This design comes from an exercise in tuning for small area on the open sky130 flow, not from production work. RTL that was checked went through simulation tests only; none was proved equivalent to the original. Only the layout flow was run in run 1; the RTL was not checked for function there. No activity file was given, so power comes from the tool's default toggle rates.

==> flow/design.v <==
`default_nettype none
module srl_var_delay #(
   parameter int SRL_WIDTH     = 18,
   parameter int SRL_MAX_DEPTH = 32
) (
   input  wire logic                 clk,
   input  wire logic                 rst_n,
   input  wire logic                 en,
   input  wire logic                 flush,
   input  wire logic [$clog2(SRL_MAX_DEPTH+1)-1:0] delay,
   input  wire logic [SRL_WIDTH-1:0] din,
   input  wire logic                 din_valid,
   output      logic [SRL_WIDTH-1:0] dout,
   output      logic                 dout_valid,
   output      logic                 primed
);
   localparam int DW = $clog2(SRL_MAX_DEPTH + 1);
   localparam int IW = (SRL_MAX_DEPTH > 1) ? $clog2(SRL_MAX_DEPTH) : 1;
   logic [SRL_MAX_DEPTH-1:0][SRL_WIDTH-1:0] stage_q;
   logic [SRL_MAX_DEPTH-1:0] vld_q;
   logic [DW-1:0]            fill_cnt_q;
   logic [DW-1:0]            wr_cnt_q;
   logic                     shift;
   assign shift = en && !flush;
   always_ff @(posedge clk) begin
      if (shift) begin
         stage_q <= {stage_q[SRL_MAX_DEPTH-2:0], din};
         vld_q   <= {vld_q[SRL_MAX_DEPTH-2:0], din_valid};
      end
   end
   always_ff @(posedge clk or negedge rst_n) begin
      if (!rst_n) begin
         fill_cnt_q <= '0;
         wr_cnt_q   <= '0;
      end else begin
         if (flush) begin
            fill_cnt_q <= '0;
         end else if (en && !fill_cnt_q[DW-1]) begin
            fill_cnt_q <= fill_cnt_q + DW'(1);
         end
         if (shift && !wr_cnt_q[DW-1]) begin
            wr_cnt_q <= wr_cnt_q + DW'(1);
         end
      end
   end
   logic [IW-1:0] dlo;
   assign dlo = delay[IW-1:0];
   logic written;
   assign primed  = fill_cnt_q[DW-1] |
                    (!delay[DW-1] && fill_cnt_q[IW-1:0] >= dlo && fill_cnt_q[IW-1:0] != '0);
   assign written = wr_cnt_q[DW-1] |
                    (!delay[DW-1] && wr_cnt_q[IW-1:0] >= dlo && wr_cnt_q[IW-1:0] != '0);
   logic [SRL_MAX_DEPTH-1:0] sel;
   always_comb begin
      for (int i = 0; i < SRL_MAX_DEPTH - 1; i++) begin
         sel[i] = written && !delay[DW-1] && (dlo == IW'(i + 1));
      end
      sel[0] = sel[0] | (written && !delay[DW-1] && dlo == '0);
      sel[SRL_MAX_DEPTH-1] = written && delay[DW-1];
   end
   for (genvar b = 0; b < SRL_WIDTH; b++) begin : g_rd
      logic [SRL_MAX_DEPTH-1:0] col;
      for (genvar i = 0; i < SRL_MAX_DEPTH; i++) begin : g_col
         assign col[i] = stage_q[i][b];
      end
      srl_rd_bit u_rd (.d(col), .sel(sel), .y(dout[b]));
   end
   logic vld_sel;
   srl_rd_bit u_rd_vld (.d(vld_q), .sel(sel), .y(vld_sel));
   assign dout_valid = vld_sel & primed;
endmodule
module srl_rd_bit (
   input  wire logic [31:0] d,
   input  wire logic [31:0] sel,
   output      logic        y
);
   logic [10:0] t_n;
   for (genvar g = 0; g < 10; g++) begin : g_aoi
      srl_aoi222 u_aoi (
         .a0(d[3*g]),   .b0(sel[3*g]),
         .a1(d[3*g+1]), .b1(sel[3*g+1]),
         .a2(d[3*g+2]), .b2(sel[3*g+2]),
         .y(t_n[g])
      );
   end
   assign t_n[10] = ~((d[30] & sel[30]) | (d[31] & sel[31]));
   logic [2:0] g;
   srl_nand4 u_n0 (.a(t_n[3:0]), .y(g[0]));
   srl_nand4 u_n1 (.a(t_n[7:4]), .y(g[1]));
   assign g[2] = ~(&t_n[10:8]);
   assign y = |g;
endmodule
module srl_nand4 (
   input  wire logic [3:0] a,
   output      logic       y
);
   assign y = ~(&a);
endmodule
module srl_aoi222 (
   input  wire logic a0, b0, a1, b1, a2, b2,
   output      logic y
);
   assign y = ~((a0 & b0) | (a1 & b1) | (a2 & b2));
endmodule
`default_nettype wire
==> flow/flow/run.sh <==
#!/bin/bash
# Standard ORFS layout (the standard.sh, standard synthesis unchanged) with two
# changes: port buffers use the smallest buffer, and CTS uses clkbuf_8 leaf
# buffers in clusters of about 20 sinks without dummy loads.
set -euo pipefail
bash standard.sh \
  "BUFFER_PORTS_ARGS=-buffer_cell sky130_fd_sc_hd__buf_1" \
  "CTS_ARGS=-sink_clustering_enable -repair_clock_nets -buf_list sky130_fd_sc_hd__clkbuf_8 -sink_clustering_size 20 -sink_clustering_max_diameter 60 -dont_use_dummy_load" \
  finish > standard.log 2>&1
==> flow/standard.sh <==
#!/bin/bash
# synth_recipe.tcl (not shown) runs the flow's synth.tcl, then flattens the netlist and writes it again
# the make line also repeats each setting of config.mk as NAME=value (left out here)
make -C /OpenROAD-flow-scripts/flow DESIGN_CONFIG=/design/flow/config.mk WORK_HOME=/design/flow/orfs CLKGATE_MAP_FILE= SYNTH_SCRIPT=/design/flow/synth_recipe.tcl "${@:-finish}"
==> flow/config.mk <==
export PLATFORM = sky130hd
export DESIGN_NAME = srl_var_delay
export DESIGN_NICKNAME = srl_var_delay
export VERILOG_FILES = /design/flow/design.v
export SDC_FILE = /design/flow/constraint.sdc
export NUM_CORES = 4
export LEC_CHECK = 0
export CAP_MARGIN = 0
export CORE_MARGIN = 2
export CORE_UTILIZATION = 70
export PLACE_DENSITY = 0.85
export SLEW_MARGIN = 0
export SYNTH_HIERARCHICAL = 1
export SYNTH_MINIMUM_KEEP_SIZE = 0
==> flow/constraint.sdc <==
create_clock -name core_clock -period 10.0 [get_ports {clk}]
set_input_delay 2.0000 -clock core_clock [delete_from_list [all_inputs] [get_ports {clk}]]
set_output_delay 2.0000 -clock core_clock [all_outputs]
set_load 0.01 [all_outputs]
==> results of run 1 <==
Yosys stat by module, one instance, submodules excluded:
module	times used	cells inside	flip-flops and latches	cell area, µm²
srl_var_delay	1	753	620	19400
srl_rd_bit	19	3	0	17.5
srl_aoi222	190	1	0	10.0
srl_nand4	38	1	0	6.26
how the worst max path moves through the flow:
stage | from | endpoint | slack (ps) | depth (start not counted)
finish | delay[1] | dout[3] | 2430 | 13
global route | delay[1] | dout[12] | 2140 | 13
CTS | delay[1] | dout[3] | 2460 | 13
detailed placement | delay[1] | dout[3] | 2460 | 13
global placement | delay[1] | dout[3] | 2740 | 13
floorplan | en | wr_cnt_q[3]$_DFFE_PN0P_ | -2050 | 4
routing by layer:
layer | global-route usage, % | vias to the layer above
met5 | 0 | -
met4 | 4.98 | 0
met3 | 3.85 | 51
met2 | 37.6 | 816
met1 | 39.4 | 5826
li1 | - | 4931
per-stage QoR:
step,total power [mW],std cells,utilization (%),setup slack [ps]
2_1_floorplan,3.30,1038,-,-2050
3_3_place_gp,3.36,1501,74.5,2740
3_5_place_dp,3.38,1501,74.5,2460
4_1_cts,4.39,1539,76.2,2460
5_1_grt,4.51,1541,76.2,2140
6_report,4.37,1541,76.2,2430
placed cells by master, fill, tap and decap left out, types with 2 or more instances in the layout:
cell,synthesis,routed
a21oi_1,3,3
a222oi_1,190,190
a22oi_1,19,19
and2_1,2,2
buf_1,0,48
buf_12,0,2
buf_4,0,21
buf_6,3,2
clkbuf_8,0,38
dfrtp_1,12,12
edfxtp_1,608,608
ha_1,14,14
inv_1,9,9
nand2_1,17,17
nand3_1,4,4
nand4_1,59,59
nor2_1,39,36
nor2_2,0,3
nor2b_1,3,2
nor3_1,20,7
nor3_2,0,13
nor3b_2,0,9
o21ai_0,2,2
or3_1,3,3
xnor2_1,4,4
xor2_1,4,4
sequential cells by signal (all words and copies together), names as in the netlist:
name and flops:
wr_cnt_q 6, fill_cnt_q 6, stage_q 576, vld_q 32
logic make-up after synthesis:
logic type,after synthesis
AND/OR/NAND/NOR,163
adder cells (fa/ha/maj),14
buffers and inverters,13
AO/OA/AOI/OAI,220
flip-flops,620
XOR/XNOR,8
where the power goes:
| group | total [mW] | internal [mW] | leakage, nW | switching (mW) |
|---|---|---|---|---|
| Sequential | 3.04 | 2.97 | 5.86 | 0.0663 |
| Clock | 1.04 | 0.345 | 0.273 | 0.691 |
| Combinational | 0.299 | 0.0839 | 1.18 | 0.215 |
| Total | 4.37 | 3.40 | 7.32 | 0.972 |
critical path, stage by stage:
cell and delay [ps]:
buf_1 220, inv_1 180, ha_1 310, nand2_1 50
o21ai_0 290, a211oi_4 100, buf_4 300, nor2_1 1090
a222oi_1 340, nand4_1 270, nor2_1 110, nand4_1 120
buf_1 170
cell type report:
cell class | instances | area (µm²) | share of cell area, %
flip-flops and latches | 620 | 18600 | 79.2
inverters | 9 | 33.8 | 0.144
repair buffers | 73 | 400 | 1.71
well taps | 396 | 495 | 2.11
clock buffers | 38 | 523 | 2.23
multi-input cells | 405 | 3430 | 14.6
==> impl_results.md, run 1 <==
- Fmax: 132 MHz
- Clock buffer count from CTS: 38
- RSZ-0062 raised after global routing: false
- Num ports: 49
- Area of the die: approximately 33000 µm²
- WL met3: around 4500 µm
- CP startpoint kind: input port
- Hold path start: stage_q[320]$_DFFE_PP_
- Total Neg Setup Slack: 0 ps
- RR Endpoint: fill_cnt_q[4]$_DFFE_PN0P_
- Core ar.: 30700 µm²
- Ys Warns: 7
- Simple-Gate Fraction of Synth Area: under 10%
- Chip Height: between 150 and 200 µm
- Synth Cell Area: ~22000 µm²
- Crit path kind: in2out
- Detailed-routing wirelength on met1: around 17000 µm
- Syn Area/Cell: about 21 µm²
- Final Hold Viols: 0
- Post-Synth XOR/XNOR Area: 0.320%
- Synth cell count leaders: edfxtp_1, a222oi_1, nand4_1
- Tmin final: 7570 ps
- Gr usage total: 24.7%
- Adder-cell share of the synthesized area: 0.799%
- Top layer in use: met4
- CTS sink cnt: 620
- Die Width: 181 µm
- P&R area growth vs syn: 6.94%
- DR pass1 iterations: 13
- Initial antenna violation count: 0
- PD cells: 186 nW/µm²
- Rel. slew slack: between 7 and 8%
- Post-synth EDFFs: 608
- Worst r2r src: fill_cnt_q[5]$_DFFE_PN0P_
- H-tree level count: 2
- WL/cell: 26.6 µm
- Detailed placement HPWL: 26100 µm
- Clk buf depth: 3
- Synth Flop Type: edfxtp_1
- WHS Endpoint: stage_q[338]$_DFFE_PP_
- Worst Max-Slew Pin Slew: about 1400 ps
- Critical Path AT: approximately 5600 ps
- Share of layout cells above drive strength 1: 8.47%
- WHS Path Cells: 0
- DP Area: roughly 23000 µm²
- Count of final setup violators: 0
- Vias in the first global route: 10900
- Leak: 7.32 nW
- Register bit total from synthesis: 620
- Max Slew Vio Count: 0
- Global-route wire length before repair: 63000 µm
- Yosys top cell by area: edfxtp_1
- Cell area after layout: 23400 µm²
- Vias after detailed routing: roughly 12000
- Most area-consuming cells after synthesis: edfxtp_1, a222oi_1, nand4_1
- WHS: 430 ps
- Post-Synthesis Cells: 1038
- Library cells used by synthesis: 34
- Pin count of the biggest net entering global routing: 230
- Worst R2R Setup Slack: between 8000 and 9000 ps
- Reg2Reg Depth: 4
- Clock latency on the worst-skew pair: 570 ps
- Fin crit share: 75.7%
- Hold buffers post-CTS: 0
- Critical Path RT: 8000 ps
- Compound-Gate Fraction of Synth Area: 9.85%
- CTS resizes: 0
- Count leader, synth: edfxtp_1
- Initial Utilization: 71.3%
- Yosys top cell area share: 83.3%
- Post-synth net total: about 1100
- Buffers added on ports: 48
- Skew final: around 40 ps
- Postcts setup bufs: 0
- Largest family of logic cells by synthesized area: compound AO/OA/AOI/OAI gates
- Clk root buf: clkbuf_8
- Final wirelength: between 40000 and 50000 µm
- # fillers: 1610
- Max Cap Violations: 0
- DR iter-0 viols: 2540
- DRC: 0
- Clock transition at the registers of the reported paths: 110 ps
- Hold/Removal Path Class: reg2reg
- CTS tree: yes
- FP Rows: 64
- Overflow after GRT: 0
- Status: finished clean
- Ys async rst share: around 1.9%
- Crit end category: output pin
- Ant. Diodes: 0
- # nets final: 1190
- Multiplexer area fraction after synthesis: 0%
- Vias/cell: 7.54
- Worst-path fanout max: 31
- Max VDD drop: approximately 0.13 mV
- GPL Wtd Cong: 0.814
- Post-synthesis sequential area ratio: 84.7%
- DRT antenna net count: 0
- Met2 wire length: ~19000 µm
==> run 2: changes to the inputs <==
--- a/flow/design.v
+++ b/flow/design.v
@@ -51,13 +51,21 @@
    assign written = wr_cnt_q[DW-1] |
                     (!delay[DW-1] && wr_cnt_q[IW-1:0] >= dlo && wr_cnt_q[IW-1:0] != '0);
    logic [SRL_MAX_DEPTH-1:0] sel;
+   logic [7:0] sel_hi;
+   logic [3:0] sel_lo;
    always_comb begin
-      for (int i = 0; i < SRL_MAX_DEPTH - 1; i++) begin
-         sel[i] = written && !delay[DW-1] && (dlo == IW'(i + 1));
+      for (int j = 0; j < 8; j++) begin
+         sel_hi[j] = written && !delay[DW-1] && (dlo[4:2] == 3'(j));
       end
-      sel[0] = sel[0] | (written && !delay[DW-1] && dlo == '0);
-      sel[SRL_MAX_DEPTH-1] = written && delay[DW-1];
+      for (int k = 0; k < 4; k++) begin
+         sel_lo[k] = (dlo[1:0] == 2'(k));
+      end
    end
+   for (genvar i = 1; i < SRL_MAX_DEPTH - 1; i++) begin : g_sel
+      srl_and2 u_sel (.a(sel_hi[(i + 1) / 4]), .b(sel_lo[(i + 1) % 4]), .y(sel[i]));
+   end
+   srl_and2 u_sel0 (.a(sel_hi[0]), .b(!dlo[1]), .y(sel[0]));
+   srl_and2 u_sel31 (.a(written), .b(delay[DW-1]), .y(sel[SRL_MAX_DEPTH-1]));
    for (genvar b = 0; b < SRL_WIDTH; b++) begin : g_rd
       logic [SRL_MAX_DEPTH-1:0] col;
       for (genvar i = 0; i < SRL_MAX_DEPTH; i++) begin : g_col
@@ -90,6 +98,12 @@
    assign g[2] = ~(&t_n[10:8]);
    assign y = |g;
 endmodule
+module srl_and2 (
+   input  wire logic a, b,
+   output      logic y
+);
+   assign y = a & b;
+endmodule
 module srl_nand4 (
    input  wire logic [3:0] a,
    output      logic       y
==> run 2 against run 1 <==
Against the previous run:
- first-iteration DRC count decreased by 6.0%
- clock power about the same
- die area increased by 0.55%
- critical path type unchanged
- maximum frequency decreased by 0.76%
- worst setup slack got worse by 58 ps
- design area decreased by 0.65%
==> impl_results.md, run 2 <==
- Status: finished clean
- Top reg by flops: stage_q
- Cell area after layout: 23300 µm²
- GR Util met3: 3.29%
- Library cells used by synthesis: 40
- Leak: 7.31 nW
- Final wirelength: around 39000 µm
- DR pass1 iterations: 13
- GPL Wtd Cong: between 0.8 and 0.9
- Area of the multi-input gates: 3440 µm²
- Num ports: 49
- Ant. Diodes: 0
- Register bit total from synthesis: 620
- # fillers: 1593
- Number of flip-flops in the largest register: 576
- Buffers added on ports: 48
- Vias after detailed routing: around 12000
- Simple-Gate Fraction of Synth Area: 4.06%
- H-tree level count: 2
- Worst Max-Slew Pin Slew: between 1000 and 1500 ps
- CTS tree: yes
- Multiplexer area fraction after synthesis: 0%
- Largest registers: stage_q (576), vld_q (32)
- Total Neg Setup Slack: 0 ps
- WHS: 409 ps
- Clk buf depth: 3
- Largest family of logic cells by synthesized area: compound AO/OA/AOI/OAI gates
- CP startpoint kind: input port
- GR Layer Usage met1: 37.7%
- Count of final setup violators: 0
- Clock latency on the worst-skew pair: 570 ps
- Initial antenna violation count: 0
- # nets final: roughly 1200
- RSZ-0062 raised after global routing: false
- Crit path kind: in2out
- Most common cell after layout, fill and taps aside: edfxtp_1
- Adder-cell share of the synthesized area: 0.795%
- Fin crit share: between 70% and 80%
- CTS resizes: 0
- Clk root buf: clkbuf_8
- Final Hold Viols: 0
- Global-route wire length before repair: 60200 µm
- Postcts setup bufs: 0
- GRT busiest layer: met1
- FP Rows: 64
- Tmin final: 7630 ps
- DRC: 0
- P&R area growth vs syn: 5.65%
- Post-Synth XOR/XNOR Area: 0.318%
- Overflow after GRT: 0
- Count leader, synth: edfxtp_1
- Most frequent cells in the layout: edfxtp_1, a222oi_1, nand4_1, buf_1, nor2_1
- WL/cell: ~25 µm
- Initial Utilization: 71.5%
- Post-synthesis sequential area ratio: 84.2%
- Vias/cell: 7.54
- Hold buffers post-CTS: 0
- PD cells: 187 nW/µm²
- Grt met2 use: 35.0%
- Max Cap Violations: 0
- Gr usage total: 23.3%
- Ys Warns: 7
- Pin count of the biggest net entering global routing: 236
- Synth Cell Area: 22000 µm²
- Fmax: 131 MHz
- DP Area: 22800 µm²
- Chip Height: 181 µm
- Critical Path AT: ~5600 ps
- DRT antenna net count: 0
- Ys async rst share: 1.94%
- Share of layout cells above drive strength 1: 4.20%
- Detailed placement HPWL: 24800 µm
- CTS sink cnt: 620
- Max Slew Vio Count: 0
- Crit end category: output pin
- Vias in the first global route: 10700
- Clock buffer count from CTS: 38
- Clock transition at the registers of the reported paths: between 100 and 150 ps
- Most area-consuming cells after synthesis: edfxtp_1, a222oi_1, nand4_1
- DR iter-0 viols: 2388
- Post-synth EDFFs: 608
- Layout Utilization: 75.5%
- Storage cell area: 18600 µm²
- Die Width: 181 µm
- Skew final: ~45 ps
- Critical Path RT: ~8000 ps
- Post-synth net total: 1100
- Core ar.: 30800 µm²
- Hold/Removal Path Class: reg2reg
- Syn Area/Cell: around 21 µm²
- Synth cell count leaders: edfxtp_1, a222oi_1, nand4_1
- Yosys top cell area share: 82.8%
- Yosys top cell by area: edfxtp_1
- Compound-Gate Fraction of Synth Area: 10.4%
- Worst-path fanout max: 19
- Rel. slew slack: 19.8%
- Post-Synthesis Cells: 1057
- Max VDD drop: 0.134 mV
- Synth Flop Type: edfxtp_1
- Area of the die: 32900 µm²
run 2: changes by cell type after synthesis, moves of 6 or more:
| cell | previous run | this run |
|---|---|---|
| nor3b_1 | 9 | 0 |
| o21ai_0 | 2 | 8 |
| and2_1 | 2 | 33 |
| a32oi_1 | 0 | 7 |
| nor3_1 | 20 | 3 |
run 2: metal layers:
metal  vias up  routed length (µm)
li1       4960                   -
met1      5871               16500
met2       716               18100
met3        53                3660
met4         0                 532
met5         -                   0
run 2: per-module statistics from Yosys, one instance, submodules excluded:
module,copies in the design,cell area [µm²],flip-flops and latches,cells inside
srl_var_delay,1,19400,620,740
srl_rd_bit,19,17.5,0,3
srl_aoi222,190,10.0,0,1
srl_and2,32,6.26,0,1
srl_nand4,38,6.26,0,1
run 2: final timing paths:
check | start | slack, ps | to | cells after the start
hold reg to reg | vld_q[8]$_DFFE_PP_ | 410 | vld_q[9]$_DFFE_PP_ | 0
min in group asynchronous | rst_n | 1450 | wr_cnt_q[1]$_DFFE_PN0P_ | 1
setup reg to reg | fill_cnt_q[5]$_DFFE_PN0P_ | 8670 | fill_cnt_q[2]$_DFFE_PN0P_ | 4
setup / recovery | delay[3] | 2370 | dout_valid | 13
max in group asynchronous | rst_n | 8040 | wr_cnt_q[2]$_DFFE_PN0P_ | 1
hold / removal | vld_q[8]$_DFFE_PP_ | 410 | vld_q[9]$_DFFE_PP_ | 0
run 2: kinds of logic (layout without fill, tap and decap cells):
logic type | Yosys count | after routing
and+or+nand+nor | 163 | 163
adders and majority gates | 14 | 14
xor gates and xnor gates | 8 | 8
buffers and inverters | 12 | 98
AOI/OAI and AO/OA | 240 | 240
DFF | 620 | 620
run 2: worst max-delay path: stages:
cell      delay [ps]
buf_1            350
inv_2            210
ha_1             270
a21o_1           310
a32oi_1          260
o21ai_0          240
and2_1           480
a222oi_1         540
nand4_1          290
nor2_1           210
nand4_1          180
o211a_1          160
buf_1            120
run 2: per-stage QoR:
step	total power, mW	instances	setup WS (ps)
6_report	4.37	1539	2370
5_1_grt	4.51	1539	2230
4_1_cts	4.38	1539	2510
3_5_place_dp	3.38	1501	2500
3_3_place_gp	3.35	1501	2790
2_1_floorplan	3.28	1057	-1990
run 2: report_power, final:
group	total (mW)	internal (mW)	switching (mW)	leakage, nW
Clock	1.04	0.346	0.692	0.273
Sequential	3.03	2.97	0.0649	5.86
Combinational	0.295	0.0895	0.205	1.17
Total	4.37	3.40	0.962	7.31
run 2: final cells by class:
class	instances	share of cell area (%)
multi-input cells	425	14.8
clock buffers	38	2.25
inverters	9	0.145
well taps	396	2.13
repair buffers	51	1.03
flip-flops and latches	620	79.7
==> run 3: changes to the inputs <==
--- a/flow/config.mk
+++ b/flow/config.mk
@@ -7,8 +7,8 @@
 export LEC_CHECK = 0
 export CAP_MARGIN = 0
 export CORE_MARGIN = 2
-export CORE_UTILIZATION = 70
-export PLACE_DENSITY = 0.85
+export CORE_UTILIZATION = 75
+export PLACE_DENSITY = 0.88
 export SLEW_MARGIN = 0
 export SYNTH_HIERARCHICAL = 1
 export SYNTH_MINIMUM_KEEP_SIZE = 0
==> run 3 against run 2 <==
Against the previous run:
- still clean on timing, DRC and antenna
- sequential power about the same
- synthesized cell count unchanged
- sequential share of layout area increased by 0.069 points
- register-to-register slack better by 40 ps
- clock skew is 6.2 ps higher
- largest cell class unchanged
==> impl_results.md, run 3 <==
- Status: finished clean
- Post-synth EDFFs: 608
- Share of layout cells above drive strength 1: 4.28%
- Rel. slew slack: between 20% and 30%
- Worst r2r src: fill_cnt_q[5]$_DFFE_PN0P_
- Buffers added on ports: 48
- Post-synthesis sequential area ratio: 84.2%
- Max stage delay cell, worst path: and2_1
- Global-route wire length before repair: between 60000 and 70000 µm
- RSZ-0062 raised after global routing: false
- Hold/Removal Path Class: reg2reg
- Number of flip-flops in the largest register: 576
- Reg2Reg Depth: 4
- RR Endpoint: fill_cnt_q[4]$_DFFE_PN0P_
- GPL Wtd Cong: roughly 0.86
- Gr usage total: 26.7%
- Yosys top cell by area: edfxtp_1
- WHS Endpoint: stage_q[63]$_DFFE_PP_
- Final wirelength: 41500 µm
- Synth Flop Type: edfxtp_1
- P&R area growth vs syn: 5.56%
- Clock buffer count from CTS: 38
- Initial Utilization: 76.4%
- CTS tree: yes
- Most area-consuming cells after synthesis: edfxtp_1, a222oi_1, nand4_1
- Ys Warns: 7
- Postcts setup bufs: 0
- Hold buffers post-CTS: 0
- Max Cap Violations: 0
- Synth Cell Area: between 20000 and 25000 µm²
- Count of final setup violators: 0
- Hold path start: stage_q[45]$_DFFE_PP_
- WP buf/inv: 3
- Clock transition at the registers of the reported paths: 110 ps
- Synth cell count leaders: edfxtp_1, a222oi_1, nand4_1
- # fillers: between 1000 and 1500
- Fin crit share: 76.6%
- Count leader, synth: edfxtp_1
- Syn Area/Cell: 20.9 µm²
- Overflow after GRT: 0
- Critical Path RT: 8000 ps
- Finished Layout Cells: 1528
- Area of the die: 30800 µm²
- CTS resizes: 0
- Final Hold Viols: 0
- Worst R2R Setup Slack: between 8000 and 9000 ps
- # nets final: 1189
- Ant. Diodes: 0
- Crit path kind: in2out
- Max Slew Vio Count: 0
- CP max stage delay: a little over 500 ps
- Skew final: 51.7 ps
- Fmax: about 130 MHz
- PD cells: 188 nW/µm²
- WL/cell: 27.1 µm
- Most common cell after layout, fill and taps aside: edfxtp_1
- DRC: 0
- Library cells used by synthesis: 40
- Register bit total from synthesis: 620
- Most frequent cells in the layout: edfxtp_1, a222oi_1, nand4_1, buf_1, nor2_1
- Vias in the first global route: 11100
- Clk buf depth: 3
- Critical Path AT: roughly 5700 ps
- Num ports: 49
- Chip Height: 175 µm
- DR iter-0 viols: 2661
- Vias after detailed routing: 11900
- FP Rows: between 60 and 70
- Post-Synthesis Cells: 1057
- Power, Total: 4.38 mW
- Kind of cell adding the most delay to the critical path: compound AO/OA/AOI/OAI gates
- Initial antenna violation count: 2
- Clk root buf: clkbuf_8
- Post-synth net total: 1100
- Worst Max-Slew Pin Slew: 1180 ps
- Leak: 7.31 nW
- WHS: about 410 ps
- Core ar.: 28900 µm²
- Tmin final: 7660 ps
- DRT antenna net count: 0
- DR pass1 iterations: 12
- Detailed placement HPWL: between 20000 and 30000 µm
- Yosys top cell area share: 82.8%
- Max VDD drop: around 0.13 mV
- Crit end category: output pin
- Pin count of the biggest net entering global routing: 230
- Die Width: 175 µm
- Cell chain of the critical path: buf_1 > inv_2 > ha_1 > a21o_1 > a32oi_1 > o21ai_0 > and2_1 > a222oi_1 > nand4_1 > nor2_1 > nand4_1 > o211a_1 > buf_1
- Clock latency on the worst-skew pair: about 580 ps
- Top reg by flops: stage_q
- CP startpoint kind: input port
- Ys async rst share: 1.94%
- Largest registers: stage_q (576), vld_q (32)
- WHS Path Cells: 0
- Placed Cells: 1490
- Worst-path fanout max: 19
- CTS sink cnt: 620
- H-tree level count: 2
- Vias/cell: approximately 7.8
[run 3: how the worst max path moves through the flow]
stage	slack (ps)	startpoint	depth (start not counted)	endpoint
2_1_floorplan	-1990	en	4	wr_cnt_q[4]$_DFFE_PN0P_
3_3_place_gp	2800	delay[3]	13	dout_valid
3_5_place_dp	2590	delay[3]	12	dout[2]
4_1_cts	2550	delay[3]	12	dout[2]
5_1_grt	2210	delay[3]	13	dout_valid
6_report	2340	delay[3]	13	dout_valid
[run 3: logic make-up (layout without fill, tap and decap cells)]
| kind of cell | Yosys count | after routing | share of synthesized area [%] |
|---|---|---|---|
| xor+xnor | 8 | 8 | 0.318 |
| simple gates | 163 | 163 | 4.06 |
| fa+ha+maj | 14 | 14 | 0.795 |
| compound gates | 240 | 240 | 10.4 |
| buf+inv | 12 | 99 | 0.244 |
| flops | 620 | 620 | 84.2 |
[run 3: worst reg2reg max path: cells and delay by family (launching register included)]
family | cells | cell delay, ps
and+or+nand+nor | 3 | 570
DFF | 1 | 460
xor gates and xnor gates | 1 | 150
[run 3: area by class of cell]
cell class                 count  area (µm²)  area share [%]
multi-input combinational    425        3440            14.8
timing repair buffer          52         235            1.01
inverter                       9        33.8           0.145
clock buffer                  38         523            2.25
tap                          384         480            2.06
sequential                   620       18600            79.8
[run 3: metrics by stage]
stage / TNS (ps) / util (%) / setup WS [ps] / instance area (µm²)
after floorplan: -938700 / - / -1990 / 22000
after global placement: 0 / 78.8 / 2800 / 22700
after detailed placement: 0 / 78.8 / 2590 / 22700
after CTS: 0 / 80.6 / 2550 / 23300
after global routing: 0 / 80.6 / 2210 / 23300
final: 0 / 80.6 / 2340 / 23300
[run 3: Yosys stat by module (local to each module, per instance)]
module,cells,cell area (µm²),times used
srl_var_delay,740,19400,1
srl_rd_bit,3,17.5,19
srl_aoi222,1,10.0,190
srl_and2,1,6.26,32
srl_nand4,1,6.26,38
[run 3: power breakdown]
part	internal, mW	total (mW)	leakage [nW]	switching, mW
Clock	0.345	1.04	0.273	0.691
Sequential	2.97	3.04	5.86	0.0674
Combinational	0.0893	0.302	1.17	0.213
Total	3.40	4.38	7.31	0.972
[run 3: routing by layer]
layer | wire length, µm | vias to the layer above | track usage [%]
li1 | - | 4962 | -
met1 | 16400 | 6034 | 40.7
met2 | 20000 | 848 | 42.3
met3 | 4380 | 79 | 4.55
met4 | 718 | 4 | 5.99
met5 | 32 | - | 0
==> run 4: changes to the inputs <==
--- a/flow/design.v
+++ b/flow/design.v
@@ -28,6 +28,24 @@
          vld_q   <= {vld_q[SRL_MAX_DEPTH-2:0], din_valid};
       end
    end
+   function automatic logic [DW-1:0] sat_inc(input logic [DW-1:0] n);
+      logic [DW-1:0] r;
+      logic c;
+      c = !n[DW-1];
+      for (int i = 0; i < DW; i++) begin
+         r[i] = n[i] ^ c;
+         c = c & n[i];
+      end
+      sat_inc = r;
+   endfunction
+   function automatic logic ge5(input logic [IW-1:0] n, input logic [IW-1:0] d);
+      logic g;
+      g = 1'b1;
+      for (int i = 0; i < IW; i++) begin
+         g = (n[i] & !d[i]) | (!(n[i] ^ d[i]) & g);
+      end
+      ge5 = g;
+   endfunction
    always_ff @(posedge clk or negedge rst_n) begin
       if (!rst_n) begin
          fill_cnt_q <= '0;
@@ -35,11 +53,11 @@
       end else begin
          if (flush) begin
             fill_cnt_q <= '0;
-         end else if (en && !fill_cnt_q[DW-1]) begin
-            fill_cnt_q <= fill_cnt_q + DW'(1);
+         end else if (en) begin
+            fill_cnt_q <= sat_inc(fill_cnt_q);
          end
-         if (shift && !wr_cnt_q[DW-1]) begin
-            wr_cnt_q <= wr_cnt_q + DW'(1);
+         if (shift) begin
+            wr_cnt_q <= sat_inc(wr_cnt_q);
          end
       end
    end
@@ -47,9 +65,9 @@
    assign dlo = delay[IW-1:0];
    logic written;
    assign primed  = fill_cnt_q[DW-1] |
-                    (!delay[DW-1] && fill_cnt_q[IW-1:0] >= dlo && fill_cnt_q[IW-1:0] != '0);
+                    (!delay[DW-1] && ge5(fill_cnt_q[IW-1:0], dlo) && fill_cnt_q[IW-1:0] != '0);
    assign written = wr_cnt_q[DW-1] |
-                    (!delay[DW-1] && wr_cnt_q[IW-1:0] >= dlo && wr_cnt_q[IW-1:0] != '0);
+                    (!delay[DW-1] && ge5(wr_cnt_q[IW-1:0], dlo) && wr_cnt_q[IW-1:0] != '0);
    logic [SRL_MAX_DEPTH-1:0] sel;
    logic [7:0] sel_hi;
    logic [3:0] sel_lo;
==> run 4 against run 3 <==
Against the previous run:
- sequential power about the same
- register-to-register slack got worse by 570 ps
- critical path depth increased by 1
- global-route usage decreased by 0.37 points
- clock power about the same
- non-clock buffer count increased by 2
- maximum frequency increased by 2.7%
- total power decreased by 0.92%
- die area decreased by 0.61%
- critical path type unchanged
==> impl_results.md, run 4 <==
- Critical Path AT: 5460 ps
- Most common cell after layout, fill and taps aside: edfxtp_1
- Hold path start: stage_q[132]$_DFFE_PP_
- P_sw: 937 µW
- Synth Flop Type: edfxtp_1
- Fmax: 134 MHz
- Fin crit share: 74.6%
- Post-synth net total: 1076
- Area of the die: 30600 µm²
- DRT antenna net count: 0
- Clk buf depth: 3
- Count of final setup violators: 0
- Critical Path RT: 8000 ps
- Overflow after GRT: 0
- Syn Area/Cell: 21.3 µm²
- PD cells: around 190 nW/µm²
- Total Neg Setup Slack: 0 ps
- Status: finished clean
- # nets final: 1168
- Clk root buf: clkbuf_8
- CP startpoint: delay[4]
- Post-synthesis sequential area ratio: 84.7%
- Num ports: 49
- Global-route wire length before repair: approximately 62000 µm
- Ys async rst share: 1.94%
- Clock latency on the worst-skew pair: between 500 and 600 ps
- Worst Slack Setup Final: 2540 ps
- Rel. slew slack: 17.6%
- Gr usage total: between 20% and 30%
- Finished Layout Cells: 1503
- Skew final: 37.1 ps
- Max Slew Vio Count: 0
- Worst-path fanout max: 19
- FP Rows: 62
- Synth Cell Area: 21900 µm²
- Library cells used by synthesis: 27
- Comb power frac: approximately 6.1%
- Clk pwr share: 23.9%
- Vias after detailed routing: 11600
- Share of layout cells above drive strength 1: 4.74%
- Chip Height: between 150 and 200 µm
- Worst r2r src: fill_cnt_q[5]$_DFFE_PN0P_
- Max Cap Violations: 0
- CTS resizes: 0
- GPL Wtd Cong: 0.863
- WL/cell: about 27 µm
- Crit path kind: in2out
- Largest registers: stage_q (576), vld_q (32)
- Detailed placement HPWL: 26400 µm
- Placed Cells: between 1000 and 1500
- CTS tree: yes
- Number of flip-flops in the largest register: between 500 and 600
- RSZ-0062 raised after global routing: false
- CTS sink cnt: between 600 and 700
- Clock buffer count from CTS: 38
- Hold/Removal Path Class: reg2reg
- H-tree level count: 2
- Initial antenna violation count: 0
- Clock transition at the registers of the reported paths: 110 ps
- CP startpoint kind: input port
- # fillers: around 1400
- Vias/cell: 7.72
- DR iter-0 viols: 2732
- Synth cell count leaders: edfxtp_1, a222oi_1, nand4_1
- P&R area growth vs syn: 5.66%
- Die Width: 175 µm
- Tmin final: 7460 ps
- Sequential share of power: a little over two thirds
- Switch share: 21.6%
- Worst Max-Slew Pin Slew: 1240 ps
- Crit end category: output pin
- Count leader, synth: edfxtp_1
- Hold buffers post-CTS: 0
- Final Hold Viols: 0
- DR pass1 iterations: 14
- Pin count of the biggest net entering global routing: 184
- Leak: ~7.3 nW
- Postcts setup bufs: 0
- Initial Utilization: 76.3%
- Yosys top cell area share: a little over four fifths
- Internal power: 3.40 mW
- DRC: 0
- Ys Warns: 7
- Core ar.: 28700 µm²
- Post-synth EDFFs: 608
- Most frequent cells in the layout: edfxtp_1, a222oi_1, nand4_1, buf_1, clkbuf_8
- Buffers added on ports: 48
- Register bit total from synthesis: 620
- Vias in the first global route: approximately 11000
- Ant. Diodes: 0
- Post-Synthesis Cells: approximately 1000
- Most area-consuming cells after synthesis: edfxtp_1, a222oi_1, nand4_1
- Max VDD drop: 0.202 mV
- Final wirelength: 40300 µm
- Yosys top cell by area: edfxtp_1
- Layout Utilization: about four fifths
- Dpl ws: 2700 ps
- Top reg by flops: stage_q
## run 4: changes by cell type in the layout (fill, tap and decap cells not counted), sizes merged, moves of 3 or more
cell / previous run / this run
a21oi: 2 / 8
a32oi: 8 / 0
ha: 14 / 18
mux2: 0 / 5
mux2i: 0 / 5
nand2: 14 / 6
nor2: 40 / 32
nor3: 3 / 7
o21ai: 11 / 2
xnor2: 5 / 2
xor2: 3 / 0
## run 4: power by group through the flow
stage	Clock (mW)	Combinational, mW	Sequential, mW
after detailed placement	0	0.264	3.09
after floorplan	0	0.169	3.08
after global routing	1.14	0.296	3.04
final	1.04	0.266	3.03
after global placement	0	0.249	3.08
after CTS	1.05	0.264	3.03
## run 4: cell families after synthesis
group / synth area share, %
xor gates and xnor gates: 0.0800
DFF: 84.7
AOI/OAI and AO/OA: 9.93
muxes: 0.486
adders and majority gates: 1.03
and+or+nand+nor: 3.58
buffers and inverters: 0.166
## run 4: cell type report
type	count	area (µm²)	share of cell area, %
clock buffers	38	523	2.26
inverters	7	26.3	0.114
multi-input cells	400	3320	14.3
flip-flops and latches	620	18600	80.2
repair buffers	54	238	1.03
well taps	384	480	2.08
## run 4: metrics by stage
| step | power [mW] | area (µm²) | hold WS, ps |
|---|---|---|---|
| 2_1_floorplan | 3.25 | 21900 | 426 |
| 3_3_place_gp | 3.32 | 22600 | 427 |
| 3_5_place_dp | 3.35 | 22600 | 432 |
| 4_1_cts | 4.35 | 23100 | 423 |
| 5_1_grt | 4.48 | 23100 | 443 |
| 6_report | 4.34 | 23100 | 425 |
## run 4: worst max-delay path, stage by stage
cell and delay (ps):
buf_1 200, inv_1 120, ha_1 290, o21ai_0 100, nor2_1 200, nand4_1 250
a211oi_1 510, and2_1 720, a222oi_1 280, nand4_1 240, nor2_1 80, nand4_1 120
o221a_2 200, buf_1 150
## run 4: per-layer routing
layer | vias to the layer above | track usage, % | part of all wire, %
li1 | 4877 | - | -
met1 | 5835 | 41.0 | 41
met2 | 833 | 40.5 | 47
met3 | 65 | 4.79 | 11
met4 | 0 | 6.01 | 1.7
met5 | - | 0 | 0
## run 4: path summary, 6_finish.rpt
path | endpoint | slack, ps | cells past startpoint
max in group asynchronous | fill_cnt_q[2]$_DFFE_PN0P_ | 8050 | 1
min in group asynchronous | wr_cnt_q[3]$_DFFE_PN0P_ | 1450 | 1
setup / recovery | dout_valid | 2540 | 14
hold / removal | stage_q[150]$_DFFE_PP_ | 420 | 0
hold reg to reg | stage_q[150]$_DFFE_PP_ | 420 | 0
setup reg to reg | fill_cnt_q[4]$_DFFE_PN0P_ | 8140 | 8
## run 4: modules after synthesis, one instance, submodules excluded
module / flip-flops and latches / copies in the design
srl_and2: 0 / 32
srl_var_delay: 620 / 1
srl_aoi222: 0 / 190
srl_nand4: 0 / 38
srl_rd_bit: 0 / 19
==> run 5: changes to the inputs <==
--- a/flow/design.v
+++ b/flow/design.v
@@ -28,10 +28,10 @@
          vld_q   <= {vld_q[SRL_MAX_DEPTH-2:0], din_valid};
       end
    end
-   function automatic logic [DW-1:0] sat_inc(input logic [DW-1:0] n);
+   function automatic logic [DW-1:0] sat_inc(input logic [DW-1:0] n, input logic cin);
       logic [DW-1:0] r;
       logic c;
-      c = !n[DW-1];
+      c = cin & !n[DW-1];
       for (int i = 0; i < DW; i++) begin
          r[i] = n[i] ^ c;
          c = c & n[i];
@@ -42,7 +42,7 @@
       logic g;
       g = 1'b1;
       for (int i = 0; i < IW; i++) begin
-         g = (n[i] & !d[i]) | (!(n[i] ^ d[i]) & g);
+         g = (n[i] & !d[i]) | ((n[i] | !d[i]) & g);
       end
       ge5 = g;
    endfunction
@@ -51,14 +51,8 @@
          fill_cnt_q <= '0;
          wr_cnt_q   <= '0;
       end else begin
-         if (flush) begin
-            fill_cnt_q <= '0;
-         end else if (en) begin
-            fill_cnt_q <= sat_inc(fill_cnt_q);
-         end
-         if (shift) begin
-            wr_cnt_q <= sat_inc(wr_cnt_q);
-         end
+         fill_cnt_q <= flush ? '0 : sat_inc(fill_cnt_q, en);
+         wr_cnt_q   <= sat_inc(wr_cnt_q, shift);
       end
    end
    logic [IW-1:0] dlo;
==> flow/config.mk (replaced) <==
export PLATFORM = sky130hd
export DESIGN_NAME = srl_var_delay
export DESIGN_NICKNAME = srl_var_delay
export VERILOG_FILES = /design/flow/design.v
export SDC_FILE = /design/flow/constraint.sdc
export NUM_CORES = 4
export LEC_CHECK = 0
export CAP_MARGIN = 5
export CORE_MARGIN = 2
export CORE_UTILIZATION = 80
export PLACE_DENSITY = 0.92
export SLEW_MARGIN = 0
export SYNTH_HIERARCHICAL = 1
export SYNTH_MINIMUM_KEEP_SIZE = 0
==> run 5 against run 4 <==
Against the previous run:
- clock skew down 6.7 ps
- critical path depth down 1
- cell count fell by 3.9%
- largest cell class unchanged
- synthesized cell count fell by 1.8%
- non-clock buffer count rose by 2
- still clean on timing, DRC and antenna
- synthesized area is 0.81% lower
- sequential share of layout area grew 0.81 points
- global-route usage rose by 2.1 points
- first-iteration DRC count fell by 2.0%
- highest routed layer unchanged
- clock power about the same
- combinational power is 11% lower
- design area is 1.0% lower
==> impl_results.md, run 5 <==
- CTS sink cnt: 620
- CTS resizes: 0
- DRT antenna net count: 0
- Most area-consuming cells after synthesis: edfxtp_1, a222oi_1, nand4_1
- DR pass1 iterations: 13
- Count of final setup violators: 0
- PD cells: 187 nW/µm²
- Count leader, synth: edfxtp_1
- Clk root buf: clkbuf_8
- Initial Utilization: between 80% and 90%
- Power, Total: 4.30 mW
- Synth cell count leaders: edfxtp_1, a222oi_1, nand4_1
- Syn Area/Cell: 21.5 µm²
- Status: finished clean
- Max VDD drop: 0.162 mV
- Ys Warns: 7
- Hold buffers post-CTS: 0
- Clock latency on the worst-skew pair: approximately 580 ps
- # fillers: 1071
- Core ar.: around 27000 µm²
- WL/cell: 28.0 µm
- Buffers added on ports: 48
- H-tree level count: 2
- # nets final: roughly 1100
- Worst R2R Setup Slack: 8030 ps
- DR iter-0 viols: 2676
- Library cells used by synthesis: 31
- Worst Max-Slew Pin Slew: ~1200 ps
- RSZ-0062 raised after global routing: false
- WHS: between 400 and 500 ps
- Tmin final: 7340 ps
- DP Area: 22400 µm²
- Initial antenna violation count: 0
- Crit path kind: in2out
- Critical Path RT: about 8000 ps
- Most common cell after layout, fill and taps aside: edfxtp_1
- Vias/cell: 8.03
- Storage cell area: between 15000 and 20000 µm²
- Cell chain of the critical path: buf_1 > inv_1 > o21ai_0 > a221oi_2 > nor2_4 > nor4_1 > and2_1 > a222oi_1 > nand4_1 > nor2_1 > nand4_1 > and2_1 > buf_1
- Gr usage total: 28.4%
- RR Endpoint: wr_cnt_q[5]$_DFF_PN0_
- Critical path depth: 13
- Overflow after GRT: 0
- Postcts setup bufs: 0
- Vias in the first global route: 10800
- Vias after detailed routing: roughly 12000
- Die Width: 169 µm
- Pin count of the biggest net entering global routing: between 90 and 100
- Final wirelength: 40400 µm
- CTS tree: yes
- Ant. Diodes: 0
- Share of layout cells above drive strength 1: 4.81%
- Cell area after layout: 22900 µm²
- Fmax: 136 MHz
- Placed Cells: around 1400
- Number of flip-flops in the largest register: 576
- Clk buf depth: 3
- Worst-path fanout max: 19
- Register bit total from synthesis: 620
- Post-Synthesis Cells: between 1000 and 1500
- Post-synthesis sequential area ratio: 85.4%
- Synth Flop Type: edfxtp_1
- Layout Utilization: 85.5%
- Largest registers: stage_q (576), vld_q (32)
- Max Slew Vio Count: 0
- Top reg by flops: stage_q
- Crit end category: output pin
- Critical Path AT: roughly 5300 ps
- Finished Layout Cells: about 1400
- Final Hold Viols: 0
- Post-synth EDFFs: between 600 and 700
- Leak: 7.20 nW
- Clock transition at the registers of the reported paths: 110 ps
- Yosys top cell area share: 84.0%
- Worst r2r src: wr_cnt_q[5]$_DFF_PN0_
- FP Rows: 60
- Ys async rst share: 1.94%
- Detailed placement HPWL: between 20000 and 30000 µm
- Global-route wire length before repair: 61500 µm
- Area of the die: 28500 µm²
- Clock buffer count from CTS: 37
- Skew final: 30.4 ps
- Synth Cell Area: 21700 µm²
- Setup crit end: dout_valid
- GPL Wtd Cong: 0.890
- Yosys top cell by area: edfxtp_1
- WP buf/inv: 3
- CP startpoint kind: input port
- Reg2Reg Depth: 8
- Max Cap Violations: 0
- Most frequent cells in the layout: edfxtp_1, a222oi_1, nand4_1, buf_1, clkbuf_8
- CP startpoint: delay[2]
- Kind of cell adding the most delay to the critical path: simple AND/OR/NAND/NOR gates
- Max stage delay cell, worst path: and2_1
- CP max stage delay: 750 ps
- Hold/Removal Path Class: reg2reg
- Fin crit share: 73.4%
- Chip Height: roughly 170 µm
- Area of the multi-input gates: ~3100 µm²
- P&R area growth vs syn: 5.45%
- DRC: 0
- Num ports: 49
- Post-synth net total: roughly 1000
- Rel. slew slack: 18.9%
-- run 5: worst min-delay path by stage --
stage                                   endpoint  slack (ps)                   start  depth (start not counted)
after floorplan           stage_q[126]$_DFFE_PP_         430  stage_q[108]$_DFFE_PP_                          0
after CTS                 stage_q[107]$_DFFE_PP_         450   stage_q[89]$_DFFE_PP_                          0
after global routing      stage_q[112]$_DFFE_PP_         460   stage_q[94]$_DFFE_PP_                          0
after global placement    stage_q[357]$_DFFE_PP_         430  stage_q[339]$_DFFE_PP_                          0
after detailed placement  stage_q[462]$_DFFE_PP_         430  stage_q[444]$_DFFE_PP_                          0
final                         vld_q[5]$_DFFE_PP_         440      vld_q[4]$_DFFE_PP_                          0
-- run 5: Yosys stat by module (local to each module, per instance) --
module	cells	flops+latches	copies in the design	cell area, µm²
srl_nand4	1	0	38	6.26
srl_var_delay	693	620	1	19100
srl_rd_bit	3	0	19	17.5
srl_aoi222	1	0	190	10.0
srl_and2	1	0	32	6.26
-- run 5: power breakdown --
group	switching [mW]	internal, mW
logic	0.172	0.0656
registers	0.0690	2.97
clock network	0.683	0.337
-- run 5: cell families after synthesis --
logic type,Yosys count,share of synthesized area [%]
buffers and inverters,8,0.138
flip-flops,620,85.4
AND/OR/NAND/NOR,146,3.86
adder cells (fa/ha/maj),10,0.576
XOR/XNOR,2,0.0806
AO/OA/AOI/OAI,224,9.93
-- run 5: per-layer routing --
| metal | share of wire, % | up-vias | global-route usage (%) |
|---|---|---|---|
| met5 | 0 | - | 0 |
| met2 | 47 | 978 | 43.3 |
| met1 | 39 | 5728 | 44.1 |
| met4 | 1.6 | 0 | 6.15 |
| met3 | 13 | 84 | 6.69 |
| li1 | - | 4804 | - |
-- run 5: per-stage QoR --
stage          TNS, ps  setup WS, ps
4_1_cts              0          2830
6_report             0          2660
3_3_place_gp         0          3170
5_1_grt              0          2540
2_1_floorplan  -933390         -2370
3_5_place_dp         0          2860
-- run 5: final cells by class --
class	instances	share of cell area, %
inverters	8	0.131
flip-flops and latches	620	81.0
repair buffers	56	1.05
multi-input cells	382	13.7
well taps	341	1.86
clock buffers	37	2.22
==> run 6: changes to the inputs <==
==> flow/config.mk (replaced) <==
export PLATFORM = sky130hd
export DESIGN_NAME = srl_var_delay
export DESIGN_NICKNAME = srl_var_delay
export VERILOG_FILES = /design/flow/design.v
export SDC_FILE = /design/flow/constraint.sdc
export NUM_CORES = 4
export LEC_CHECK = 0
export CAP_MARGIN = 0
export CORE_MARGIN = 2
export CORE_UTILIZATION = 75
export PLACE_DENSITY = 0.88
export SLEW_MARGIN = 0
export SYNTH_HIERARCHICAL = 1
export SYNTH_MINIMUM_KEEP_SIZE = 0
==> run 6 against run 5 <==
Against the previous run:
- sequential power about the same
- global-route usage decreased by 2.6 points
- still clean on timing, DRC and antenna
- die area is 6.5% higher
==> impl_results.md, run 6 <==
- Syn Area/Cell: 21.5 µm²
- Hold path start: stage_q[97]$_DFFE_PP_
- Worst-path fanout max: 19
- # nets final: 1141
- Post-synth EDFFs: ~610
- Clk root buf: clkbuf_8
- Most area-consuming cells after synthesis: edfxtp_1, a222oi_1, nand4_1
- Fin crit share: between 70% and 80%
- RR Endpoint: wr_cnt_q[5]$_DFF_PN0_
- Finished Layout Cells: approximately 1500
- Skew final: 48.0 ps
- Synth Flop Type: edfxtp_1
- # fillers: 1356
- Yosys top cell area share: 84.0%
- WL/cell: about 27 µm
- Rel. slew slack: 17.9%
- Number of flip-flops in the largest register: 576
- Synth Cell Area: 21700 µm²
- Worst r2r src: wr_cnt_q[5]$_DFF_PN0_
- Cell chain of the critical path: buf_1 > inv_1 > o21ai_0 > a221oi_2 > nor2_4 > nor4_1 > and2_1 > a222oi_1 > nand4_1 > nor2_1 > nand4_1 > and2_1 > buf_1
- CP max stage delay: 710 ps
- Detailed placement HPWL: 25800 µm
- Worst R2R Setup Slack: 8010 ps
- WHS Path Cells: 0
- GR Layer Usage met1: approximately 40%
- Max VDD drop: between 0.1 and 0.15 mV
- CP startpoint kind: input port
- DRC: 0
- Overflow after GRT: 0
- Initial Utilization: 75.9%
- WHS Endpoint: stage_q[115]$_DFFE_PP_
- Core ar.: 28600 µm²
- Ys Warns: 7
- DR iter-0 viols: between 2000 and 3000
- Share of layout cells above drive strength 1: 4.55%
- Vias/cell: 7.70
- DR pass1 iterations: 14
- Post-Synthesis Cells: around 1000
- Clock transition at the registers of the reported paths: ~110 ps
- Initial antenna violation count: 0
- Placed Cells: 1446
- Grt met2 use: 39.9%
- GR Util met3: 4.44%
- Clock buffer count from CTS: 38
- Total Neg Setup Slack: 0 ps
- Largest family of logic cells by synthesized area: compound AO/OA/AOI/OAI gates
- DRT antenna net count: 0
- Reg2Reg Depth: 8
- Synth cell count leaders: edfxtp_1, a222oi_1, nand4_1
- Clock latency on the worst-skew pair: 580 ps
- FP Rows: 62
- Top reg by flops: stage_q
- Critical Path AT: 5180 ps
- Critical Path RT: ~8000 ps
- Status: finished clean
- Clk buf depth: 3
- Storage cell area: 18600 µm²
- Max Slew Vio Count: 0
- Crit path kind: in2out
- GRT busiest layer: met1
- Ys async rst share: 1.94%
- Kind of cell adding the most delay to the critical path: simple AND/OR/NAND/NOR gates
- PD cells: between 150 and 200 nW/µm²
- Largest registers: stage_q (576), vld_q (32)
- Tmin final: around 7000 ps
- Num ports: 49
- Pin count of the biggest net entering global routing: 249
- Vias after detailed routing: roughly 11000
- Area of the multi-input gates: around 3100 µm²
- Register bit total from synthesis: 620
- Post-synthesis sequential area ratio: between 80% and 90%
- Hold buffers post-CTS: 0
- Max Cap Violations: 0
- Count of final setup violators: 0
- Gr usage total: 25.9%
- P&R area growth vs syn: 5.74%
- Chip Height: 174 µm
- Fmax: 139 MHz
- CTS resizes: 0
- Postcts setup bufs: 0
- Crit end category: output pin
- GPL Wtd Cong: about 0.87
- Hold/Removal Path Class: reg2reg
- Compound-Gate Fraction of Synth Area: 9.93%
- Worst Max-Slew Pin Slew: 1230 ps
- Global-route wire length before repair: 60900 µm
- Final Hold Viols: 0
- Count leader, synth: edfxtp_1
- Die Width: 174 µm
- Post-synth net total: ~1000
- Buffers added on ports: 48
- CTS sink cnt: 620
- H-tree level count: 2
- Vias in the first global route: 10700
- Library cells used by synthesis: 31
- Leak: 7.19 nW
- RSZ-0062 raised after global routing: false
- Max stage delay cell, worst path: and2_1
- Multiplexer area fraction after synthesis: 0%
- Yosys top cell by area: edfxtp_1
- Post-Synth XOR/XNOR Area: less than 1%
- WP buf/inv: 3
- Final wirelength: 39300 µm
- Most common cell after layout, fill and taps aside: edfxtp_1
- Simple-Gate Fraction of Synth Area: just under 4%
- Area of the die: 30300 µm²
- Most frequent cells in the layout: edfxtp_1, a222oi_1, nand4_1, buf_1, clkbuf_8
- Adder-cell share of the synthesized area: 0.576%
- CTS tree: yes
- Ant. Diodes: 0
==> run 6: changes by cell type in the layout (fill, tap and decap cells not counted), sizes merged <==
cell    change
buf         -4
clkbuf      +1
==> run 6: worst max path at each step <==
| stage | startpoint | slack, ps | cells after the start | to |
|---|---|---|---|---|
| after floorplan | en | -2370 | 8 | wr_cnt_q[5]$_DFF_PN0_ |
| after global placement | delay[0] | 3160 | 13 | dout_valid |
| after detailed placement | delay[0] | 2960 | 13 | dout_valid |
| after CTS | delay[0] | 2950 | 13 | dout_valid |
| after global routing | delay[2] | 2670 | 13 | dout_valid |
| final | delay[2] | 2820 | 13 | dout_valid |
==> run 6: final cells by class <==
class                           count  share of cell area (%)
Sequential cell                   620                    80.8
Multi-Input combinational cell    382                    13.7
Clock buffer                       38                    2.28
Tap cell                          384                    2.09
Timing Repair Buffer               52                    1.02
Inverter                            8                   0.131
==> run 6: cell families (layout without fill, tap and decap cells) <==
group,Yosys count,count (layout)
and+or+nand+nor,146,146
adders and majority gates,10,10
AOI/OAI and AO/OA,224,224
xor gates and xnor gates,2,2
DFF,620,620
buffers and inverters,8,98
==> run 6: routing by layer <==
layer / up-vias / part of all wire (%)
li1: 4806 / -
met1: 5748 / 40
met2: 778 / 47
met3: 88 / 10
met4: 0 / 2.2
met5: - / 0
==> run 6: where the power goes <==
part           switching, mW  total (mW)  internal [mW]
combinational          0.171       0.238         0.0668
sequential            0.0662        3.04           2.97
clock                  0.679        1.02          0.345
total                  0.916        4.30           3.38
==> run 6: stage by stage <==
step                      utilization (%)  hold slack [ps]  instance area, µm²  setup WS (ps)  total power, mW
after floorplan                         -              426               21700          -2370             3.24
after global routing                 80.3              394               23000           2670             4.43
after detailed placement             78.4              431               22500           2960             3.33
final                                80.3              407               23000           2820             4.30
after CTS                            80.3              399               23000           2950             4.32
after global placement               78.4              427               22500           3160             3.29
==> run 6: Yosys stat by module, one instance, submodules excluded <==
module / flops+latches / area (µm²) / times used / cells
srl_var_delay: 620 / 19100 / 1 / 693
srl_nand4: 0 / 6.26 / 38 / 1
srl_and2: 0 / 6.26 / 32 / 1
srl_aoi222: 0 / 10.0 / 190 / 1
srl_rd_bit: 0 / 17.5 / 19 / 3
==> run 7: changes to the inputs <==
==> flow/flow/run.sh (replaced) <==
#!/bin/bash
# Standard ORFS layout (the standard.sh, standard synthesis unchanged) with two
# changes: port buffers use the smallest buffer, and CTS uses clkbuf_8 leaf
# buffers in clusters of about 22 sinks without dummy loads.
set -euo pipefail
bash standard.sh \
  "BUFFER_PORTS_ARGS=-buffer_cell sky130_fd_sc_hd__buf_1" \
  "CTS_ARGS=-sink_clustering_enable -repair_clock_nets -buf_list sky130_fd_sc_hd__clkbuf_8 -sink_clustering_size 22 -sink_clustering_max_diameter 45 -dont_use_dummy_load" \
  finish > standard.log 2>&1
==> flow/config.mk (replaced) <==
export PLATFORM = sky130hd
export DESIGN_NAME = srl_var_delay
export DESIGN_NICKNAME = srl_var_delay
export VERILOG_FILES = /design/flow/design.v
export SDC_FILE = /design/flow/constraint.sdc
export NUM_CORES = 4
export LEC_CHECK = 0
export CAP_MARGIN = 5
export CORE_MARGIN = 2
export CORE_UTILIZATION = 80
export PLACE_DENSITY = 0.92
export SLEW_MARGIN = 0
export SYNTH_HIERARCHICAL = 1
export SYNTH_MINIMUM_KEEP_SIZE = 0
==> run 7 against run 6 <==
Against the previous run:
- sequential power hardly changed
- sequential cell count did not move
- worst setup slack worse by 140 ps
- critical path depth unchanged
- synthesized area unchanged
- worst hold slack barely moved
- via count increased by 0.91%
- global-route usage is 2.9 points higher
- cell count shrank 2.1%
- highest routed layer is now met5
==> impl_results.md, run 7 <==
- Status: finished clean
- DP Area: 22400 µm²
- DRT antenna net count: 0
- Post-synthesis sequential area ratio: 85.4%
- CP startpoint kind: input port
- Rel. slew slack: 20.0%
- Hold/Removal Path Class: reg2reg
- Post-Synthesis Cells: ~1000
- Placed Cells: 1407
- CTS tree: yes
- Initial antenna violation count: 1
- Internal power: 3.45 mW
- Largest registers: stage_q (576), vld_q (32)
- GPL Wtd Cong: 0.890
- DRC: 0
- Worst Slack Setup Final: 2680 ps
- Num ports: 49
- Share of layout cells above drive strength 1: 5.58%
- PD cells: 191 nW/µm²
- Hold path start: stage_q[277]$_DFFE_PP_
- RSZ-0062 raised after global routing: false
- DR pass1 iterations: 15
- Count leader, synth: edfxtp_1
- Ant. Diodes: 0
- CTS sink cnt: 620
- Post-synth net total: 1049
- Yosys top cell area share: a little over four fifths
- Count of final setup violators: 0
- Detailed placement HPWL: 26400 µm
- Total Neg Setup Slack: 0 ps
- Critical Path AT: 5320 ps
- Hold buffers post-CTS: 0
- Leak: 7.26 nW
- Dpl ws: 2860 ps
- Synth Cell Area: roughly 22000 µm²
- Buffers added on ports: 48
- Most area-consuming cells after synthesis: edfxtp_1, a222oi_1, nand4_1
- Worst-path fanout max: 19
- Worst r2r src: wr_cnt_q[5]$_DFF_PN0_
- Tmin final: around 7300 ps
- Most common cell after layout, fill and taps aside: edfxtp_1
- Gr usage total: 28.7%
- Cell chain of the critical path: buf_1 > inv_1 > o21ai_0 > a221oi_2 > nor2_4 > nor4_1 > and2_1 > a222oi_1 > nand4_1 > nor2_1 > nand4_1 > and2_1 > buf_1
- Max stage delay cell, worst path: and2_1
- Final Hold Viols: 0
- Final wirelength: between 40000 and 50000 µm
- Crit end category: output pin
- Skew final: 59.2 ps
- CTS resizes: 0
- Clk root buf: clkbuf_8
- Pin count of the biggest net entering global routing: 99
- Syn Area/Cell: ~22 µm²
- Top reg by flops: stage_q
- Overflow after GRT: 0
- Postcts setup bufs: 0
- Switch share: between 20% and 30%
- Vias/cell: 7.93
- RR Endpoint: wr_cnt_q[5]$_DFF_PN0_
- Reg2Reg Depth: 8
- # fillers: 1052
- Die Width: 169 µm
- Clk pwr share: 25.4%
- Critical Path RT: 8000 ps
- DR iter-0 viols: 2835
- Vias after detailed routing: 11500
- Clk buf depth: 3
- Global-route wire length before repair: 62100 µm
- Yosys top cell by area: edfxtp_1
- CP max stage delay: 760 ps
- Crit path kind: in2out
- Max VDD drop: roughly 0.16 mV
- Register bit total from synthesis: 620
- Fin crit share: between 70 and 80%
- Cell area after layout: ~23000 µm²
- Max Slew Vio Count: 0
- Power, Total: approximately 4.4 mW
- Finished Layout Cells: 1453
- P&R area growth vs syn: 6.02%
- WHS Endpoint: stage_q[295]$_DFFE_PP_
- WL/cell: 28.0 µm
- H-tree level count: 2
- Fmax: 137 MHz
- Initial Utilization: slightly above 80%
- Max Cap Violations: 0
- Comb power frac: roughly 5.4%
- Synth Flop Type: edfxtp_1
- Post-synth EDFFs: 608
- FP Rows: 60
- Worst Max-Slew Pin Slew: ~1200 ps
- Library cells used by synthesis: 31
- Sequential share of power: 69.2%
- Clock latency on the worst-skew pair: 600 ps
- Core ar.: around 27000 µm²
- Most frequent cells in the layout: edfxtp_1, a222oi_1, nand4_1, buf_1, clkbuf_8
- Chip Height: roughly 170 µm
- Worst R2R Setup Slack: about 8000 ps
- Area of the die: 28500 µm²
- Vias in the first global route: 10900
- # nets final: 1153
- WHS Path Cells: 0
- Clock buffer count from CTS: 46
- P_sw: 943 µW
- Number of flip-flops in the largest register: 576
- Clock transition at the registers of the reported paths: 120 ps
- Ys async rst share: between 1.5 and 2%
- Ys Warns: 7
- Synth cell count leaders: edfxtp_1, a222oi_1, nand4_1
## run 7: routing by layer
metal / up-vias / track usage, % / part of all wire [%]
li1: 4824 / - / -
met1: 5706 / 44.7 / 39
met2: 926 / 43.3 / 47
met3: 66 / 6.73 / 12
met4: 2 / 6.75 / 1.4
met5: - / 0 / 0.037
## run 7: how the worst max path moves through the flow
stage | from | slack, ps | to | depth (start not counted)
finish | delay[2] | 2680 | dout_valid | 13
global route | delay[2] | 2550 | dout_valid | 13
CTS | delay[2] | 2830 | dout_valid | 13
detailed placement | delay[0] | 2860 | dout_valid | 13
global placement | delay[3] | 3170 | dout_valid | 13
floorplan | en | -2370 | wr_cnt_q[5]$_DFF_PN0_ | 8
## run 7: stage by stage
stage / util, % / hold slack [ps]
2_1_floorplan: - / 426
3_3_place_gp: 83.6 / 427
3_5_place_dp: 83.6 / 431
4_1_cts: 85.9 / 407
5_1_grt: 85.9 / 406
6_report: 85.9 / 407
## run 7: layout make-up
class | count | area [µm²] | share of cell area [%]
sequential | 620 | 18600 | 80.6
multi-input combinational | 382 | 3150 | 13.7
clock buffer | 46 | 633 | 2.75
inverter | 8 | 30.0 | 0.130
tap | 341 | 427 | 1.85
timing repair buffer | 56 | 240 | 1.04
## run 7: worst max-delay path, delay by kind of cell
family                 cells  cell delay [ps]
AND/OR/NAND/NOR            7             2120
AO/OA/AOI/OAI              3              730
buffers and inverters      3              450
## run 7: per-module statistics from Yosys, one instance, submodules excluded
module         copies in the design  cells
srl_aoi222                      190      1
srl_and2                         32      1
srl_nand4                        38      1
srl_rd_bit                       19      3
srl_var_delay                     1    693
## run 7: power groups by stage
stage	Sequential, mW	Clock [mW]	Combinational (mW)
global placement	3.08	0	0.216
detailed placement	3.09	0	0.234
finish	3.04	1.12	0.237
global route	3.05	1.22	0.259
CTS	3.04	1.13	0.234
floorplan	3.10	0	0.146
## run 7: kinds of logic (layout without fill, tap and decap cells)
logic type / Yosys count / in the layout / share of synthesized area [%]
compound gates: 224 / 224 / 9.93
simple gates: 146 / 146 / 3.86
fa+ha+maj: 10 / 10 / 0.576
buf+inv: 8 / 110 / 0.138
flops: 620 / 620 / 85.4
xor+xnor: 2 / 2 / 0.0806

-- separate check: timing with driven ports --
Ports are ideal in the flow. The routed layouts listed here were re-timed in OpenROAD.
Step 1 sets driving cells, clkbuf_16 on the clock port and buf_2 on the other inputs (assumed; they add their load-dependent delay and slew).
Step 2 adds t to the input delays and takes it off the output delays; t is the mean of the earliest and latest rising clock arrival at the registers after step 1. Input paths then give back, and output paths get back, about the clock's delay inside the block.
Slacks: ideal ports / drivers / drivers and shift; pairs: ideal ports / drivers.
| run | shift t [ns] | slack for setup (ns) | hold slack, ns | slew at the worst register clock pin (ns) | pins driven straight from the clock port |
|---|---|---|---|---|---|
| run 1 | 0.605 | 2.431 / 2.402 / 2.402 | 0.430 / 0.430 / 0.430 | 0.12 / 0.12 | 1 |
| run 2 | 0.599 | 2.373 / 2.351 / 2.351 | 0.409 / 0.409 / 0.409 | 0.12 / 0.12 | 1 |
| run 3 | 0.607 | 2.341 / 2.311 / 2.311 | 0.409 / 0.409 / 0.409 | 0.12 / 0.12 | 1 |
| run 4 | 0.608 | 2.542 / 2.518 / 2.518 | 0.425 / 0.425 / 0.425 | 0.12 / 0.12 | 1 |
| run 5 | 0.611 | 2.657 / 2.635 / 2.635 | 0.443 / 0.443 / 0.443 | 0.12 / 0.12 | 1 |
| run 6 | 0.598 | 2.823 / 2.798 / 2.798 | 0.407 / 0.407 / 0.407 | 0.12 / 0.12 | 1 |
| run 7 | 0.623 | 2.680 / 2.659 / 2.659 | 0.407 / 0.407 / 0.407 | 0.12 / 0.12 | 1 |
After both steps setup and hold are still met in every run listed. The setup slack of run 3, which loses most, moves by -0.030 ns with the drivers and by -0.030 ns with both steps.
